What follows belongs to an exercise in optimizing a design on an open flow for small area and a short achievable clock period; a production flow would make more cautious choices. In this exercise RTL edits were held to simulation tests only and were not proved equivalent to the original.

## flow/design.v (module list and top-level ports; edited modules follow where they fit)
// module spac_rap: 425 lines
// module spac_pt: 431 lines
// module single_particle_acceptance_cut: 111 lines
module single_particle_acceptance_cut #(
	parameter int unsigned MOMENTUM_BITS = 24
) (
	input  wire logic                            clk,
	input  wire logic                            arst_n,
	input  wire logic                            start,
	output logic                                 busy,
	input  wire logic [23:0]                     energy,
	input  wire logic signed [MOMENTUM_BITS-1:0] mom_x,
	input  wire logic signed [MOMENTUM_BITS-1:0] mom_y,
	input  wire logic signed [MOMENTUM_BITS-1:0] mom_z,
	output logic                                 done,
	output logic                                 accept,
	output logic [1:0]                           reject_reason,
	output logic [4:0]                           rapidity_bin
);
  // ...
==> flow/flow/run.sh <==
#!/bin/bash
# Standard ORFS layout (the standard.sh, unchanged synthesis), with the
# resizer asked for more setup slack than the period needs, so that timing
# repair shortens the critical paths, and the port buffers made with the
# plain buf_1 cell. Clock period and constraints unchanged.
cd "$(dirname "$0")/.."
MARGIN=$(cat flow/margin.txt 2>/dev/null || echo 5)
export SETUP_SLACK_MARGIN=$MARGIN
export BUFFER_PORTS_ARGS="-buffer_cell sky130_fd_sc_hd__buf_1"
echo "setup slack margin $SETUP_SLACK_MARGIN, port buffers: $BUFFER_PORTS_ARGS" > run_flow.log
bash standard.sh >> run_flow.log 2>&1
==> flow/flow/margin.txt <==
10.0
==> flow/standard.sh <==
#!/bin/bash
# synth_recipe.tcl (not shown) runs the flow's synth.tcl, then flattens the netlist and writes it again
# the make line also repeats each setting of config.mk as NAME=value (left out here)
make -C /OpenROAD-flow-scripts/flow DESIGN_CONFIG=/design/flow/config.mk WORK_HOME=/design/flow/orfs CLKGATE_MAP_FILE= SYNTH_SCRIPT=/design/flow/synth_recipe.tcl "${@:-finish}"
==> flow/config.mk <==
export PLATFORM = sky130hd
export DESIGN_NAME = single_particle_acceptance_cut
export DESIGN_NICKNAME = single_particle_acceptance_cut
export VERILOG_FILES = /design/flow/design.v
export SDC_FILE = /design/flow/constraint.sdc
export NUM_CORES = 4
export LEC_CHECK = 0
export ABC_AREA = 1
export ABC_CLOCK_PERIOD_IN_PS = 9000
export CAP_MARGIN = 20
export CORE_MARGIN = 2
export CORE_UTILIZATION = 40
export SLEW_MARGIN = 20
==> flow/constraint.sdc <==
create_clock -name core_clock -period 14.0 [get_ports {clk}]
set_input_delay 2.8000 -clock core_clock [delete_from_list [all_inputs] [get_ports {clk}]]
set_output_delay 2.8000 -clock core_clock [all_outputs]
set_load 0.01 [all_outputs]
==> flow_summary_export.csv, run 1 <==
group,metric,value,unit
worst_setup_path,crit_buf_inv,1,
timing,relSlewSlack,0.2892,
yosys,syn_area,61930,µm²
yosys,ys_seq_area_frac,0.3885,
clock_network,ctsResizeCount,226,
clock_network,numCtsBuffers,134,
clock_network,ctsLongestPathBuffers,3,
yosys,ys_warn_count,3,
worst_setup_path,worstPathRequired,11200,ps
routing,first_iter_violations,3363,
place,port_buffers,107,
worst_setup_path,r2r-start,"u_rap.wcn_s9[19]",
clock_network,clkSinkCount,1198,
floorplanning,die_area,158000,µm²
outcome,outcome,"timing/DRC/antenna clean",
floorplanning,pin_count,109,
layout,final_cell_area,71840,µm²
floorplanning,fp-row-count,144,
timing,post-route-period-util,0.2891,
global_route,grt_overflow,0,
clock_network,cts_hold_buf,0,
yosys,synth.area.mux_share,0.007071,
worst_setup_path,path_cells,"clkbuf_2",
timing,hold_violations,0,
worst_setup_path,cp.arrival,1250,ps
worst_setup_path,path_max_fanout,1,
layout,drive_gt1_frac,0.1012,
floorplanning,start_util,0.4025,
routing,detail-route-antenna-nets,0,
yosys,synthXorXnorAreaFrac,0.03380,
global_route,grt.met3_usage,0.02490,
floorplanning,die_height,397.5,µm
worst_setup_path,max_stage_delay,360,ps
clock_network,tritoncts,"done",
==> run 2, diff against run 1 <==
==> flow/flow/margin.txt (replaced) <==
9.6
==> flow_summary_export.csv, run 2 <==
group,metric,value,unit
outcome,outcome,"timing/DRC/antenna clean",
worst_setup_path,worstSetupEndpointType,"register",
routing,wl_per_cell,15.14,µm
clock_network,ctsHtreeMaxLevel,4,
yosys,yosysTopAreaCellShare,0.3824,
yosys,yosysMostFrequentCell,"nand2_1",
worst_setup_path,path_cells,"nand2_1 > fa_1 > inv_1 > fa_1 > fa_1 > inv_1 > fa_1 > fa_1 > inv_1 > fa_1",
yosys,synth_top_area_cell,"dfxtp_1",
timing,period_needed,4176,ps
routing,vias,47320,
global_route,grt_pass1_vias,47050,
yosys,synthTopCellsByArea,"dfxtp_1 (38%), fa_1 (12%), nand2_1 (10%)",
global_route,grt_start_max_net_pins,73,
floorplanning,die_height,397.5,µm
worst_setup_path,cp_top_family,"adder cells",
timing,fin_ws,9824,ps
clock_network,numCtsBuffers,134,
clock_network,clock_latency,770,ps
global_route,antenna_found_initial,0,
clock_network,ctsLongestPathBuffers,3,
timing,hold_violations,0,
worst_setup_path,crit_buf_inv,3,
timing,holdWs,292.1,ps
yosys,synth_cell_types,83,
routing,dr.pass1.iters,7,
worst_setup_path,cp-start-kind,"register",
floorplanning,start_util,0.4025,
clock_network,clk_pin_slew_worst_paths,60,ps
routing,detail-route-antenna-nets,0,
layout,drive_gt1_frac,0.06194,
floorplanning,fp-row-count,144,
timing,max_freq,0.2395,GHz
routing,first_iter_violations,3399,
worst_setup_path,cp.arrival,4770,ps
global_route,grt_pass1_wl,241.0,mm
worst_setup_path,worstSetupPathType,"register to register",
yosys,synthArstFlopShare,0.01252,
timing,finalSetupViolCount,0,
layout,syn2layout_area_growth,12.70,%
timing,slew_viol_final,0,
floorplanning,die_w,397.5,µm
timing,worst_pin_slew,1119,ps
worst_setup_path,cp_common_cell,"fa_1",
floorplanning,pin_count,109,
timing,tns,0,ps
floorplanning,design.core.area,153900,µm²
clock_network,cts_root_buffer,"clkbuf_16",
global_route,grt_overflow,0,
timing,post-route-period-util,0.2983,
timing,relSlewSlack,0.2494,
floorplanning,die_area,158000,µm²
layout,layout_commonest_cell,"nand2_1",
job,maxCapViolCount,0,
yosys,synthesis.nets,8377,
layout,nets,8499,
place,place_ws,8733,ps
timing,finClkSkew,54.05,ps
yosys,ys_warn_count,3,
place,port_buffers,107,
yosys,synth_flop_cell,"dfxtp_1",
layout,post-route-util,0.4536,
worst_setup_path,worstPathRequired,14600,ps
global_route,grtUsageTotal,0.1856,
clock_network,tritoncts,"done",
layout,layout_common_cells,"nand2_1 (1662), inv_1 (1313), dfxtp_1 (1171)",
yosys,synthTopCellsByCount,"nand2_1 (1674), inv_1 (1319), dfxtp_1 (1183)",
place,place.gp.congestion,0.8883,
routing,drcViolationCount,0,
worst_setup_path,max_stage_delay,690,ps
routing,wl,148.6,mm
routing,viasPerCell,4.823,
worst_setup_path,cp_slowest_cell,"dfxtp_1",
layout,num-fill-cells,15000,
yosys,syn_inst,7540,
timing,rsz0062_at_grt,"yes",
hold_path,hold_class,"register to register",
yosys,synth_enable_flop_cells,0,
clock_network,clkSinkCount,1198,
place,hpwl,112.1,mm
clock_network,cts_hold_buf,0,
worst_setup_path,path_max_fanout,14,
yosys,ys_seq_area_frac,0.3885,
yosys,synth-seq-cells,1198,
yosys,syn_area,61930,µm²
yosys,syn-mean-instance-area,8.213,µm²
run 2: changes by cell type in the layout (fill, tap and decap cells not counted), sizes merged, moves of 2 or more:
| cell | change |
|---|---|
| clkbuf | -7 |
| clkinv | -8 |
| buf | -89 |
| clkinvlp | -2 |
| nand2 | -3 |
run 2: layout make-up:
type / count / area (µm²) / area share
multi-input combinational: 4793 / 32320 / 0.4631
sequential: 1198 / 24070 / 0.3449
inverter: 1353 / 5159 / 0.07391
clock buffer: 188 / 3859 / 0.05528
tap: 2044 / 2557 / 0.03664
timing repair buffer: 177 / 1022 / 0.01465
clock inverter: 52 / 773.2 / 0.01108
timing repair inverter: 5 / 27.53 / 0.0003944
antenna: 1 / 2.502 / 0.00003585
run 2: logic make-up after synthesis:
family | synth area share
and+or+nand+nor | 0.1601
buffers and inverters | 0.09633
AOI/OAI and AO/OA | 0.1193
DFF | 0.3885
adders and majority gates | 0.1948
xor gates and xnor gates | 0.03380
muxes | 0.007071
other | 0.00006055
run 2: repair_timing:
item | in CTS | in global routing
buffers inserted | 18 | 27
pin swaps | 3 | 13
setup endpoints to repair | 348 | 453
gates resized for setup | 37 | 124
cloned | 8 | 7
run 2: stage by stage:
step,cell area [µm²],std cells
2_1_floorplan,61930,7540
3_3_place_gp,64190,9510
3_5_place_dp,64190,9510
4_1_cts,69180,9776
5_1_grt,69790,9810
6_report,69800,9811
run 2: worst paths after layout:
check / cells after the start / end / slack (ps) / start
worst max-delay path: 10 / u_pt.h1_s2[8] / 9820 / u_pt.ax[12]
worst min-delay path: 0 / u_pt.big_s2 / 290 / u_pt.big_s1
worst max register to register: 10 / u_pt.h1_s2[8] / 9820 / u_pt.ax[12]
worst min register to register: 0 / u_pt.big_s2 / 290 / u_pt.big_s1
max in group asynchronous: 1 / vld_q[6] / 11420 / arst_n
min in group asynchronous: 1 / vld_q[14] / 2080 / arst_n
run 2: routing by layer:
layer / vias to the layer above / routed length (µm) / GRT usage
met4: 0 / 4523 / 0.06006
met2: 1088 / 71770 / 0.3224
met5: - / 0 / 0
li1: 23950 / - / -
met1: 22020 / 66220 / 0.2375
met3: 255 / 6048 / 0.02462
==> run 3, diff against run 2 <==
==> flow/flow/margin.txt (replaced) <==
9.8
==> flow_summary_export.csv, run 3 <==
group,metric,value,unit
routing,detail-route-antenna-nets,0,
yosys,syn_inst,7540,
worst_setup_path,path_cells,"buf_1",
floorplanning,pin_count,109,
timing,slew_viol_final,0,
clock_network,ctsHtreeMaxLevel,4,
global_route,grt_start_max_net_pins,73,
clock_network,clock_latency,780,ps
floorplanning,fp-row-count,144,
yosys,ys_seq_area_frac,0.3885,
clock_network,clkSinkCount,1198,
clock_network,numCtsBuffers,134,
floorplanning,die_height,397.5,µm
timing,holdWs,292.5,ps
routing,vias,47500,
layout,layout_commonest_cell,"nand2_1",
place,port_buffers,107,
floorplanning,die_area,158000,µm²
place,hpwl,112.1,mm
layout,syn2layout_area_growth,13.67,%
routing,wl,150.0,mm
yosys,synth_cell_types,83,
outcome,outcome,"timing/DRC/antenna clean",
routing,drcViolationCount,0,
timing,max_freq,0.2470,GHz
timing,finalSetupViolCount,0,
clock_network,tritoncts,"done",
worst_setup_path,crit_buf_inv,1,
floorplanning,design.core.area,153900,µm²
worst_setup_path,cp-start-kind,"register",
yosys,synth_flop_cell,"dfxtp_1",
layout,post-route-util,0.4575,
clock_network,clk_pin_slew_worst_paths,60,ps
timing,finClkSkew,58.05,ps
worst_setup_path,worstPathRequired,11200,ps
routing,dr.pass1.iters,6,
global_route,grt_pass1_vias,47200,
global_route,grt_overflow,0,
yosys,synth_enable_flop_cells,0,
worst_setup_path,cp_top_family,"flip-flops",
routing,viasPerCell,4.828,
worst_setup_path,worstSetupEndpointType,"primary output",
clock_network,cts_hold_buf,0,
yosys,syn-mean-instance-area,8.213,µm²
global_route,grtUsageTotal,0.1870,
yosys,synth_top_area_cell,"dfxtp_1",
timing,period_needed,4049,ps
worst_setup_path,max_stage_delay,360,ps
global_route,grt_pass1_wl,242.4,mm
layout,drive_gt1_frac,0.07184,
layout,n_antenna_cell,0,
clock_network,cts_root_buffer,"clkbuf_16",
routing,wl_per_cell,15.25,µm
global_route,antenna_found_initial,0,
yosys,synth-seq-cells,1198,
yosys,ys_warn_count,3,
yosys,syn_area,61930,µm²
floorplanning,start_util,0.4025,
timing,hold_violations,0,
worst_setup_path,cp.arrival,1250,ps
yosys,synthesis.nets,8377,
timing,post-route-period-util,0.2892,
worst_setup_path,path_max_fanout,1,
yosys,synthTopCellsByArea,"dfxtp_1 (38%), fa_1 (12%), nand2_1 (10%)",
floorplanning,die_w,397.5,µm
yosys,yosysTopAreaCellShare,0.3824,
worst_setup_path,cp_slowest_cell,"dfrtp_1",
clock_network,ctsLongestPathBuffers,3,
layout,layout_common_cells,"nand2_1 (1652), inv_1 (1310), dfxtp_1 (1167)",
timing,tns,0,ps
worst_setup_path,worstSetupPathType,"register to primary output",
timing,rsz0062_at_grt,"yes",
routing,first_iter_violations,3348,
job,maxCapViolCount,0,
hold_path,hold_class,"register to register",
yosys,synthArstFlopShare,0.01252,
timing,worst_pin_slew,1067,ps
yosys,synthTopCellsByCount,"nand2_1 (1674), inv_1 (1319), dfxtp_1 (1183)",
layout,nets,8528,
timing,relSlewSlack,0.2843,
yosys,yosysMostFrequentCell,"nand2_1",
place,place.gp.congestion,0.8883,
==> run 3: cell counts after synthesis <==
Identical to the previous run, type by type.
==> run 3: layout make-up <==
type	instances	area, µm²
fill	14940	83480
timing repair inverter	6	37.54
clock buffer	188	3859
timing repair buffer	204	1290
clock inverter	52	773.2
sequential	1198	24090
multi-input combinational	4794	32580
tap	2044	2557
inverter	1353	5200
==> run 3: metal layers <==
layer / up-vias / share of wire / global-route usage
li1: 24000 / - / -
met1: 22200 / 0.44 / 0.2378
met2: 1054 / 0.49 / 0.3268
met3: 250 / 0.040 / 0.02482
met4: 0 / 0.028 / 0.06040
met5: - / 0 / 0
==> run 3: through the flow <==
| stage | std cells | setup slack (ps) | instance area, µm² |
|---|---|---|---|
| 2_1_floorplan | 7540 | 10040 | 61930 |
| 3_5_place_dp | 9510 | 8733 | 64190 |
| 3_3_place_gp | 9510 | 8949 | 64190 |
| 5_1_grt | 9839 | 9783 | 70390 |
| 6_report | 9839 | 9951 | 70390 |
| 4_1_cts | 9785 | 9757 | 69430 |
==> run 3: logic make-up (layout without fill, tap and decap cells) <==
group | count (synthesis) | after routing | synth area share
AOI/OAI and AO/OA | 1329 | 1331 | 0.1193
xor gates and xnor gates | 230 | 230 | 0.03380
adders and majority gates | 739 | 739 | 0.1948
buffers and inverters | 1557 | 1803 | 0.09633
DFF | 1198 | 1198 | 0.3885
muxes | 43 | 43 | 0.007071
other | 1 | 1 | 0.00006055
and+or+nand+nor | 2443 | 2450 | 0.1601
==> run 3: timing repair <==
action	4_1_cts	5_1_grt
gates resized for setup	90	187
cloned	11	9
pin swaps	9	25
setup endpoints to repair	449	506
buffers inserted	24	45
==> run 3: path summary, 6_finish.rpt <==
path / startpoint / endpoint / slack, ps / cells past startpoint
max reg2reg: u_pt.ax[9] / u_pt.h1_s2[5] / 9970 / 10
max in group asynchronous: arst_n / vld_q[6] / 11430 / 1
min in group asynchronous: arst_n / vld_q[10] / 2080 / 1
min reg2reg: u_pt.big_s1 / u_pt.big_s2 / 290 / 0
min: u_pt.big_s1 / u_pt.big_s2 / 290 / 0
max: vld_q[14] / done / 9950 / 1

==> re-timing with driven ports <==
Ports are ideal in the flow. The routed layouts listed here were re-timed in OpenROAD.
Step 1: set_driving_cell puts a clkbuf_16 on clk and a buf_2 on each other input, an assumption about the parent block.
Step 2, shift: input delay + t, output delay - t, t = (earliest + latest rising clock arrival at the registers) / 2. This alone moves slack from input paths to output paths.
a / b / c = no drivers / after step 1 / after step 2; a / b = the first two.
run | shift t [ns] | setup WS [ns] | worst hold slack (ns) | slew at the worst register clock pin (ns)
run 1 | 0.825 | 9.952 / 9.879 / 9.401 | 0.293 / 0.293 / 0.293 | 0.06 / 0.06
run 2 | 0.822 | 9.824 / 9.824 / 9.449 | 0.292 / 0.292 / 0.292 | 0.06 / 0.06
run 3 | 0.827 | 9.951 / 9.878 / 9.429 | 0.292 / 0.292 / 0.292 | 0.06 / 0.06
After both steps setup and hold are still met in every run listed. The setup slack of run 1, which loses most, moves by -0.073 ns with the drivers and by -0.551 ns with both steps.
